Background: an optimization exercise with open tools, aiming at small area, a short achievable clock period and few clock cycles per item. Do not read the settings as production practice. RTL that was checked went through simulation tests only; none was proved equivalent to the original. Power figures rest on the tool's default switching activity, not on a simulated workload.

job 9923:
==> flow/design.v <==
package bos_pkg;
   localparam int CAPACITY = 8;
   localparam int VALUE_W  = 32;
   localparam int RSP_W    = 7;    
   localparam logic [3:0] CAP_LIMIT_RESET = 4'd8;
   typedef logic [VALUE_W-1:0] value_type;
   localparam logic [1:0] OP_INSERT = 2'd0;
   localparam logic [1:0] OP_REMOVE = 2'd1;
   localparam logic [1:0] ST_DONE      = 2'd0;
   localparam logic [1:0] ST_DUPLICATE = 2'd1;
   localparam logic [1:0] ST_FULL      = 2'd2;
   localparam logic [1:0] ST_NOT_FOUND = 2'd3;
endpackage
module bos_cell (
   input  logic               clock,
   input  logic               load,
   input  bos_pkg::value_type value,
   output logic               equal_lo,
   output logic               equal_hi
);
   bos_pkg::value_type entry_ff;
   assign equal_lo = (entry_ff[15:0]  == value[15:0]);
   assign equal_hi = (entry_ff[31:16] == value[31:16]);
   always_ff @(posedge clock) begin
      if (load) begin
         entry_ff <= value;
      end
   end
endmodule
module bounded_ordered_set (
   input  logic        clock,
   input  logic        reset,
   input  logic        req_tvalid,
   output logic        req_tready,
   input  logic [31:0] req_tdata,
   input  logic [1:0]  req_tuser,
   output logic        rsp_tvalid,
   input  logic        rsp_tready,
   output logic [7:0]  rsp_tdata,   
   input  logic        csr_we,
   input  logic [3:0]  csr_wdata
);
   localparam int N = bos_pkg::CAPACITY;
   localparam int W = bos_pkg::RSP_W;
   localparam int Q = 3;
   logic [N-1:0]       valid_ff;
   logic [N:0]         count_ff;    
   logic [N-1:0]       below_ff;    
   logic               a_valid_ff;
   logic               a_insert_ff;
   logic               a_remove_ff;
   logic [N-1:0]       a_equal_lo_ff;
   logic [N-1:0]       a_equal_hi_ff;
   logic [1:0]         q_cnt_ff;
   logic [W-1:0]       q_ff [Q];
   logic               rsp_valid_ff;
   logic [1:0]         out_cnt_ff;
   logic               ready_ff;
   logic [N-1:0]       equal_lo;
   logic [N-1:0]       equal_hi;
   logic [N-1:0]       match;
   logic [N-1:0]       free_first;
   logic [N-1:0]       valid_in;
   logic               hit_any;
   logic               room;
   logic               take;
   logic               do_remove;
   logic               inc;
   logic               dec;
   logic [N:0]         count_inc;
   logic [N:0]         count_dec;
   logic [3:0]         bin_same;
   logic [3:0]         bin_inc;
   logic [3:0]         bin_dec;
   logic [3:0]         count_out;
   logic [1:0]         status;
   logic [W-1:0]       rsp_new;
   logic               req_fire;
   logic               pop;
   logic [1:0]         q_cnt_in;
   logic [1:0]         out_cnt_in;
   assign req_tready = ready_ff;
   assign req_fire   = req_tvalid && ready_ff;
   for (genvar i = 0; i < N; i++) begin : g_slot
      bos_cell u_cell (
         .clock    (clock),
         .load     (!valid_in[i]),
         .value    (req_tdata),
         .equal_lo (equal_lo[i]),
         .equal_hi (equal_hi[i])
      );
   end
   always_ff @(posedge clock) begin
      a_equal_lo_ff <= equal_lo;
      a_equal_hi_ff <= equal_hi;
      a_insert_ff   <= (req_tuser == bos_pkg::OP_INSERT);
      a_remove_ff   <= (req_tuser == bos_pkg::OP_REMOVE);
   end
   assign match     = a_equal_lo_ff & a_equal_hi_ff & valid_ff;
   assign hit_any   = |match;
   assign room      = |(count_ff[N-1:0] & below_ff);
   assign take      = a_valid_ff && a_insert_ff && room;
   assign do_remove = a_valid_ff && a_remove_ff;
   always_comb begin
      free_first = '0;
      for (int i = N - 1; i >= 0; i--) begin
         if (!valid_ff[i]) begin
            free_first = '0;
            free_first[i] = 1'b1;
         end
      end
   end
   always_comb begin
      for (int i = 0; i < N; i++) begin
         if (match[i] && (do_remove || take)) begin
            valid_in[i] = 1'b0;
         end else if (take && free_first[i]) begin
            valid_in[i] = 1'b1;
         end else begin
            valid_in[i] = valid_ff[i];
         end
      end
   end
   assign inc       = take && !hit_any;
   assign dec       = do_remove && hit_any;
   assign count_inc = {count_ff[N-1:0], 1'b0};
   assign count_dec = {1'b0, count_ff[N:1]};
   always_comb begin
      bin_same = '0;
      bin_inc  = '0;
      bin_dec  = '0;
      for (int k = 0; k <= N; k++) begin
         bin_same = bin_same | ({4{count_ff[k]}}  & 4'(k));
         bin_inc  = bin_inc  | ({4{count_inc[k]}} & 4'(k));
         bin_dec  = bin_dec  | ({4{count_dec[k]}} & 4'(k));
      end
   end
   assign count_out = inc ? bin_inc : (dec ? bin_dec : bin_same);
   always_comb begin
      if (a_insert_ff) begin
         status = hit_any ? bos_pkg::ST_DUPLICATE :
                  (room ? bos_pkg::ST_DONE : bos_pkg::ST_FULL);
      end else begin
         status = hit_any ? bos_pkg::ST_DONE : bos_pkg::ST_NOT_FOUND;
      end
   end
   assign rsp_new = {count_out, hit_any, status};
   assign pop      = rsp_tready && rsp_valid_ff;
   assign q_cnt_in = q_cnt_ff + {1'b0, a_valid_ff} - {1'b0, pop};
   always_ff @(posedge clock) begin
      for (int k = 0; k < Q; k++) begin
         if (pop) begin
            if (k + 1 < Q && q_cnt_ff > 2'(k + 1)) begin
               q_ff[k] <= q_ff[(k + 1) % Q];
            end else begin
               q_ff[k] <= rsp_new;
            end
         end else if (q_cnt_ff <= 2'(k)) begin
            q_ff[k] <= rsp_new;
         end
      end
   end
   assign out_cnt_in = out_cnt_ff + {1'b0, req_fire} - {1'b0, pop};
   always_ff @(posedge clock) begin
      if (reset) begin
         valid_ff     <= '0;
         count_ff     <= (N+1)'(1);
         for (int k = 0; k < N; k++) begin
            below_ff[k] <= (4'(k) < bos_pkg::CAP_LIMIT_RESET);
         end
         a_valid_ff   <= 1'b0;
         q_cnt_ff     <= '0;
         rsp_valid_ff <= 1'b0;
         out_cnt_ff   <= '0;
         ready_ff     <= 1'b1;
      end else begin
         valid_ff   <= valid_in;
         if (inc) begin
            count_ff <= count_inc;
         end else if (dec) begin
            count_ff <= count_dec;
         end
         if (csr_we) begin
            for (int k = 0; k < N; k++) begin
               below_ff[k] <= (4'(k) < csr_wdata);
            end
         end
         a_valid_ff   <= req_fire;
         q_cnt_ff     <= q_cnt_in;
         rsp_valid_ff <= (q_cnt_in != 2'd0);
         out_cnt_ff   <= out_cnt_in;
         ready_ff     <= (out_cnt_in < 2'(Q));
      end
   end
   assign rsp_tvalid = rsp_valid_ff;
   assign rsp_tdata  = {1'b0, q_ff[0]};
endmodule
make LEC_CHECK=0 ABC_AREA=1 CAP_MARGIN=20 CORE_MARGIN=2 CORE_UTILIZATION=40 CTS_CLUSTER_DIAMETER=120 CTS_CLUSTER_SIZE=25 SETUP_SLACK_MARGIN=2.2 SLEW_MARGIN=20 finish   # period 4.0 ns
run.sh (not shown) runs the stock make flow with config.mk's settings and CLKGATE_MAP_FILE= SYNTH_SCRIPT=/design/flow/synth_recipe.tcl, a recipe that flattens the netlist after the stock synthesis.
Testbench counts of job 9923, summed over its fixed seeds: cycles 16,016, items 16,000.
Modified inputs, job 7775 compared to job 9923
-- flow/design.v --
<<< job 9923, line 47
   logic [N:0]         count_ff;    
   logic [N-1:0]       below_ff;    
   logic               a_valid_ff;
   logic               a_insert_ff;
>>> job 7775, line 47
   logic [N:0]         count_ff;    
   logic [N-1:0]       below_ff;    
   logic               room_ff;     
   logic               a_valid_ff;
   logic               a_insert_ff;
<<< job 9923, line 74
   logic [3:0]         bin_dec;
   logic [3:0]         count_out;
   logic [1:0]         status;
   logic [W-1:0]       rsp_new;
   logic               req_fire;
   logic               pop;
>>> job 7775, line 75
   logic [3:0]         bin_dec;
   logic [3:0]         count_out;
   logic [N-1:0]       below_in;
   logic               room_in;
   logic [1:0]         status;
   logic [W-1:0]       rsp_new;
   logic [W-1:0]       head_src;
   logic               head_load;
   logic               req_fire;
   logic               pop;
<<< job 9923, line 99
   assign match     = a_equal_lo_ff & a_equal_hi_ff & valid_ff;
   assign hit_any   = |match;
   assign room      = |(count_ff[N-1:0] & below_ff);
   assign take      = a_valid_ff && a_insert_ff && room;
   assign do_remove = a_valid_ff && a_remove_ff;
>>> job 7775, line 104
   assign match     = a_equal_lo_ff & a_equal_hi_ff & valid_ff;
   assign hit_any   = |match;
   assign room      = room_ff;
   assign take      = a_valid_ff && a_insert_ff && room;
   assign do_remove = a_valid_ff && a_remove_ff;
<<< job 9923, line 138
   assign count_out = inc ? bin_inc : (dec ? bin_dec : bin_same);
   always_comb begin
      if (a_insert_ff) begin
         status = hit_any ? bos_pkg::ST_DUPLICATE :
>>> job 7775, line 143
   assign count_out = inc ? bin_inc : (dec ? bin_dec : bin_same);
   always_comb begin
      for (int k = 0; k < N; k++) begin
         below_in[k] = csr_we ? (4'(k) < csr_wdata) : below_ff[k];
      end
      if (csr_we) begin
         room_in = |(count_ff[N-1:0] & below_in);
      end else if (inc) begin
         room_in = |(count_inc[N-1:0] & below_ff);
      end else if (dec) begin
         room_in = |(count_dec[N-1:0] & below_ff);
      end else begin
         room_in = room_ff;
      end
   end
   always_comb begin
      if (a_insert_ff) begin
         status = hit_any ? bos_pkg::ST_DUPLICATE :
<<< job 9923, line 148
   assign pop      = rsp_tready && rsp_valid_ff;
   assign q_cnt_in = q_cnt_ff + {1'b0, a_valid_ff} - {1'b0, pop};
   always_ff @(posedge clock) begin
      for (int k = 0; k < Q; k++) begin
         if (pop) begin
            if (k + 1 < Q && q_cnt_ff > 2'(k + 1)) begin
>>> job 7775, line 167
   assign pop      = rsp_tready && rsp_valid_ff;
   assign q_cnt_in = q_cnt_ff + {1'b0, a_valid_ff} - {1'b0, pop};
   always_comb begin
      head_src  = (q_cnt_ff >= 2'd2) ? q_ff[1] : rsp_new;
      head_load = pop || (q_cnt_ff == 2'd0);
   end
   always_ff @(posedge clock) begin
      q_ff[0] <= q_ff[0] ^ ({W{head_load}} & (q_ff[0] ^ head_src));
      for (int k = 1; k < Q; k++) begin
         if (pop) begin
            if (k + 1 < Q && q_cnt_ff > 2'(k + 1)) begin
<<< job 9923, line 169
            below_ff[k] <= (4'(k) < bos_pkg::CAP_LIMIT_RESET);
         end
         a_valid_ff   <= 1'b0;
         q_cnt_ff     <= '0;
>>> job 7775, line 193
            below_ff[k] <= (4'(k) < bos_pkg::CAP_LIMIT_RESET);
         end
         room_ff      <= 1'b1;
         a_valid_ff   <= 1'b0;
         q_cnt_ff     <= '0;
<<< job 9923, line 181
            count_ff <= count_dec;
         end
         if (csr_we) begin
            for (int k = 0; k < N; k++) begin
               below_ff[k] <= (4'(k) < csr_wdata);
            end
         end
         a_valid_ff   <= req_fire;
         q_cnt_ff     <= q_cnt_in;
>>> job 7775, line 206
            count_ff <= count_dec;
         end
         below_ff     <= below_in;
         room_ff      <= room_in;
         a_valid_ff   <= req_fire;
         q_cnt_ff     <= q_cnt_in;
Findings:
Clock network fraction of design power: job 9923 vs job 7775, no meaningful difference. Final area: higher on job 9923. Status: minimum clock period after layout parity (job 9923, job 7775). Count of buffers not belonging to the clock network in the layout ended up 12 lower on job 7775 than on job 9923. Cell count, job 9923 and job 7775, lower one = job 9923. Relative to job 9923, via count has gone up in job 7775. First-pass GRT wire length ended up 1.1% lower on job 7775 than on job 9923. In the tables for job 9923 and job 7775, xor-xnor portion of the synthesized cell area reads lower with job 7775. On setup slack, job 9923 and job 7775 are basically level. Per the comparison of job 7775 with job 9923, combinational logic power picked up an extra about 0.6%, met2 track utilization from global routing went down by 1.3 points, overall power held, number of flip-flops and latches increased 1, fraction of the yosys area taken by sequential cells lower.
No functional check of the RTL was part of job 7775.

## port drivers added, routing unchanged
The flow's constraints put no driver on any port. The routed layouts listed below were extracted and timed again, unchanged, in two steps. Step 1: set_driving_cell puts a clkbuf_16 on clock and a buf_2 on each other input, an assumption about the parent block. Step 2 also shifts input and output timing later by t, the mid clock arrival at the registers, as if the neighbouring blocks saw the same clock. a / b / c = ideal / step 1 / step 2; a / b = the first two.
| run | t, ns | setup slack, ns | worst setup path at the end | worst register clock-pin slew, ns |
|---|---|---|---|---|
| job 9923 | 0.548 | 2.177 / 2.135 / 1.738 | input to register | 0.10 / 0.10 |
| job 7775 | 0.550 | 2.174 / 2.126 / 1.706 | input to register | 0.10 / 0.10 |
After both steps every run listed still meets setup and hold. The setup slack of job 7775, which loses most, moves by -0.048 ns with the drivers and by -0.468 ns with both steps.
